Context: an optimization exercise on an open-source flow, tuned for small area, a short achievable clock period and few clock cycles per item. The choices shown serve that exercise and are no tape-out recipe.
In this exercise RTL edits were held to simulation tests only and were not proved equivalent to the original.

==> 04-22: inputs <==
## aesEncryptCore
module aesEncryptCore (
  input  logic    clk,
  input  logic    arstN,
  input  logic    validIn,
  input  aesPkg::aesBlock key,
  input  aesPkg::aesBlock data,
  output aesPkg::aesBlock dataOut,
  output aesPkg::aesBlock keyOut,
  output logic    validOut,
  output logic    busy
);
  aesPkg::aesBlock state;
  aesPkg::aesBlock keyQ;
  logic [7:0]      rcon;
  logic            lastRound;
  logic            busyNext;
  logic            validNext;
  aesPkg::aesBlock roundOut;
  aesPkg::aesBlock keyNext;
  aesPkg::aesBlock keyD;
  aesPkg::aesBlock stateD;
  roundControl i_roundControl (
    .validIn   (validIn),
    .busy      (busy),
    .rcon      (rcon),
    .lastRound (lastRound),
    .busyNext  (busyNext),
    .validNext (validNext)
  );
  keyExpand i_keyExpand (
    .keyQ    (keyQ),
    .rcon    (rcon),
    .keyNext (keyNext)
  );
  roundDatapath i_roundDatapath (
    .state     (state),
    .lastRound (lastRound),
    .roundOut  (roundOut)
  );
  assign keyD        = busy ? keyNext : key;
  assign stateD.flat = (busy ? roundOut.flat : data.flat) ^ keyD.flat;
  always_ff @(posedge clk or negedge arstN) begin
    if (!arstN) begin
      busy     <= 1'b0;
      validOut <= 1'b0;
    end else begin
      busy     <= busyNext;
      validOut <= validNext;
    end
  end
  always_ff @(posedge clk) begin
  ...
==> module roundDatapath, before the edit <==
module roundDatapath (
  input  aesPkg::aesBlock state,
  input  logic            lastRound,
  output aesPkg::aesBlock roundOut
);
  aesPkg::aesBlock subbed;
  aesPkg::aesBlock shifted;
  for (genvar i = 0; i < 16; i++) begin : gSubBytes
    sBox i_sBox (
      .in  (state.flat[8*i +: 8]),
      .out (subbed.flat[8*i +: 8])
    );
  end
  always_comb begin
    for (int c = 0; c < 4; c++) begin
      for (int r = 0; r < 4; r++) begin
        shifted.cols[c][8*(3-r) +: 8] = subbed.cols[(c+r)%4][8*(3-r) +: 8];
      end
    end
  end
  for (genvar c = 0; c < 4; c++) begin : gMix
    mixColumn i_mixColumn (
      .col  (shifted.cols[c]),
      .skip (lastRound),
      .out  (roundOut.cols[c])
    );
  end
endmodule
==> module mixColumn, before the edit <==
module mixColumn (
  input  aesPkg::aesWord col,
  input  logic           skip,
  output aesPkg::aesWord out
);
  logic [7:0] a [4];
  logic [7:0] d [4];
  logic [7:0] all;
  always_comb begin
    for (int i = 0; i < 4; i++) begin
      a[i] = col[8*(3-i) +: 8];
    end
    for (int i = 0; i < 4; i++) begin
      d[i] = a[i] ^ a[(i+1)%4];
    end
    all = d[0] ^ d[2];
    for (int i = 0; i < 4; i++) begin
      out[8*(3-i) +: 8] = a[i] ^ ((aesPkg::xtime(d[i]) ^ all) & {8{!skip}});
    end
  end
endmodule
==> module aesEncryptCore, before the edit <==
module aesEncryptCore (
  input  logic    clk,
  input  logic    arstN,
  input  logic    validIn,
  input  aesPkg::aesBlock key,
  input  aesPkg::aesBlock data,
  output aesPkg::aesBlock dataOut,
  output aesPkg::aesBlock keyOut,
  output logic    validOut,
  output logic    busy
);
  aesPkg::aesBlock state;
  aesPkg::aesBlock keyQ;
  logic [7:0]      rcon;
  logic            lastRound;
  logic            busyNext;
  logic            validNext;
  aesPkg::aesBlock roundOut;
  aesPkg::aesBlock keyNext;
  aesPkg::aesBlock keyD;
  aesPkg::aesBlock stateD;
  roundControl i_roundControl (
    .validIn   (validIn),
    .busy      (busy),
    .rcon      (rcon),
    .lastRound (lastRound),
    .busyNext  (busyNext),
    .validNext (validNext)
  );
  keyExpand i_keyExpand (
    .keyQ    (keyQ),
    .rcon    (rcon),
    .keyNext (keyNext)
  );
  roundDatapath i_roundDatapath (
    .state     (state),
    .lastRound (lastRound),
    .roundOut  (roundOut)
  );
  assign keyD        = busy ? keyNext : key;
  assign stateD.flat = (busy ? roundOut.flat : data.flat) ^ keyD.flat;
  always_ff @(posedge clk or negedge arstN) begin
    if (!arstN) begin
      busy     <= 1'b0;
      validOut <= 1'b0;
    end else begin
      busy     <= busyNext;
      validOut <= validNext;
    end
  end
  always_ff @(posedge clk) begin
    rcon  <= busy ? aesPkg::xtime(rcon) : 8'(8'h01);
    keyQ  <= keyD;
    state <= stateD;
  end
  assign dataOut = state;
  assign keyOut  = keyQ;
endmodule
Settings: LEC_CHECK=0, CAP_MARGIN=20, CELL_PAD_IN_SITES_DETAIL_PLACEMENT=0, CELL_PAD_IN_SITES_GLOBAL_PLACEMENT=0, CORE_MARGIN=2, CORE_UTILIZATION=50, PLACE_DENSITY=0.65, SLEW_MARGIN=20, SYNTH_HIERARCHICAL=1; clock period 20.0 ns.
run.sh (not shown) runs the stock make flow with config.mk's settings and CLKGATE_MAP_FILE= SYNTH_SCRIPT=/design/flow/synth_recipe.tcl, a recipe that flattens the netlist after the stock synthesis.
==> 04-25 (differences from 04-22) <==
--- a/flow/design.v
+++ b/flow/design.v
@@ -200,7 +200,7 @@
   input  aesPkg::aesBlock state,
-  input  logic            lastRound,
-  output aesPkg::aesBlock roundOut
+  input  logic            mixEn,
+  output aesPkg::aesBlock shifted,
+  output aesPkg::aesBlock mixTerm
 );
   aesPkg::aesBlock subbed;
-  aesPkg::aesBlock shifted;
   for (genvar i = 0; i < 16; i++) begin : gSubBytes
@@ -221,4 +221,4 @@
       .col  (shifted.cols[c]),
-      .skip (lastRound),
-      .out  (roundOut.cols[c])
+      .en   (mixEn),
+      .term (mixTerm.cols[c])
     );
@@ -228,4 +228,4 @@
   input  aesPkg::aesWord col,
-  input  logic           skip,
-  output aesPkg::aesWord out
+  input  logic           en,
+  output aesPkg::aesWord term
 );
@@ -233,13 +233,32 @@
   logic [7:0] d [4];
+  logic [7:0] x [4];
+  logic [7:0] termN [4];
   logic [7:0] all;
-  always_comb begin
-    for (int i = 0; i < 4; i++) begin
-      a[i] = col[8*(3-i) +: 8];
-    end
-    for (int i = 0; i < 4; i++) begin
-      d[i] = a[i] ^ a[(i+1)%4];
+  logic       enN;
+  assign enN = !en;
+  for (genvar i = 0; i < 4; i++) begin : gByte
+    assign a[i] = col[8*(3-i) +: 8];
+  end
+  for (genvar i = 0; i < 4; i++) begin : gPair
+    for (genvar k = 0; k < 8; k++) begin : gBit
+      gXor i_d (.a(a[i][k]), .b(a[(i+1)%4][k]), .y(d[i][k]));
     end
-    all = d[0] ^ d[2];
-    for (int i = 0; i < 4; i++) begin
-      out[8*(3-i) +: 8] = a[i] ^ ((aesPkg::xtime(d[i]) ^ all) & {8{!skip}});
+  end
+  for (genvar k = 0; k < 8; k++) begin : gAll
+    gXor i_all (.a(d[0][k]), .b(d[2][k]), .y(all[k]));
+  end
+  for (genvar i = 0; i < 4; i++) begin : gXtime
+    assign x[i][0] = d[i][7];
+    assign x[i][2] = d[i][1];
+    assign x[i][5] = d[i][4];
+    assign x[i][6] = d[i][5];
+    assign x[i][7] = d[i][6];
+    gXor i_x1 (.a(d[i][0]), .b(d[i][7]), .y(x[i][1]));
+    gXor i_x3 (.a(d[i][2]), .b(d[i][7]), .y(x[i][3]));
+    gXor i_x4 (.a(d[i][3]), .b(d[i][7]), .y(x[i][4]));
+  end
+  for (genvar i = 0; i < 4; i++) begin : gTerm
+    for (genvar k = 0; k < 8; k++) begin : gBit
+      gXnor i_t (.a(x[i][k]), .b(all[k]), .y(termN[i][k]));
+      gNor  i_e (.a(termN[i][k]), .b(enN), .y(term[8*(3-i) + k]));
     end
@@ -278,3 +297,5 @@
   logic            validNext;
-  aesPkg::aesBlock roundOut;
+  aesPkg::aesBlock shifted;
+  aesPkg::aesBlock mixTerm;
+  aesPkg::aesBlock base;
   aesPkg::aesBlock keyNext;
@@ -297,7 +318,9 @@
     .state     (state),
-    .lastRound (lastRound),
-    .roundOut  (roundOut)
+    .mixEn     (busy && !lastRound),
+    .shifted   (shifted),
+    .mixTerm   (mixTerm)
   );
   assign keyD        = busy ? keyNext : key;
-  assign stateD.flat = (busy ? roundOut.flat : data.flat) ^ keyD.flat;
+  assign base.flat   = (busy ? shifted.flat : data.flat) ^ keyD.flat;
+  assign stateD.flat = base.flat ^ mixTerm.flat;
   always_ff @(posedge clk or negedge arstN) begin
--- a/flow/config.mk
+++ b/flow/config.mk
@@ -11,4 +11,4 @@
 export CORE_MARGIN = 2
-export CORE_UTILIZATION = 50
-export PLACE_DENSITY = 0.65
+export CORE_UTILIZATION = 65
+export PLACE_DENSITY = 0.8
 export SLEW_MARGIN = 20
==> results.sh <==
export IMPL_antenna_cells=2
export IMPL_final_cell_mix="xor2_1, xnor2_1, nand2_1"
export IMPL_num_vias=30100
export IMPL_r2r_end="state[3]"
export IMPL_status="no timing/DRC/antenna violations"
export IMPL_ys_warn_count=17
export IMPL_sh_seq_area=0.123
export IMPL_synth_xor_area_frac=0.658
export IMPL_grt_max_degree=144
-- figures above: 04-25

==> results.sh <==
export IMPL_status="no timing/DRC/antenna violations"
export IMPL_antenna_cells=1
export IMPL_r2r_end="state[71]"
export IMPL_final_cell_mix="xor2_1, xnor2_1, nand2_1"
export IMPL_synth_xor_area_frac=0.653
export IMPL_grt_max_degree=68
export IMPL_sh_seq_area=0.121
export IMPL_tightest_slew_ns=1.12
export IMPL_num_vias=28500
-- figures above: 04-22

Testbench counts of 04-22, summed over its fixed seeds: cycles 5,640, blocks 512.
Testbench counts of 04-25, summed over its fixed seeds: cycles 5,640, blocks 512.

## static timing again, ports no longer ideal
How much do the figures lean on ideal ports? The routed layouts below were timed once more, with nothing changed but the port constraints. Step 1 sets driving cells, clkbuf_16 on the clock port and buf_2 on the other inputs (assumed; they add their load-dependent delay and slew). Step 2 times the ports against the registers' clock, not the clock port: input delays grow and output delays shrink by t, the midpoint of the rising clock arrivals with the driver on. a / b / c = ideal / step 1 / step 2; a / b = the first two.
run | shift t [ns] | setup slack, ns | worst hold slack (ns) | worst setup path after step 2
04-22 | 0.616 | 12.321 / 12.321 / 12.321 | 0.544 / 0.544 / 0.544 | register to register
04-25 | 0.623 | 12.533 / 12.533 / 12.533 | 0.541 / 0.541 / 0.541 | register to register
After both steps every run listed still meets setup and hold.
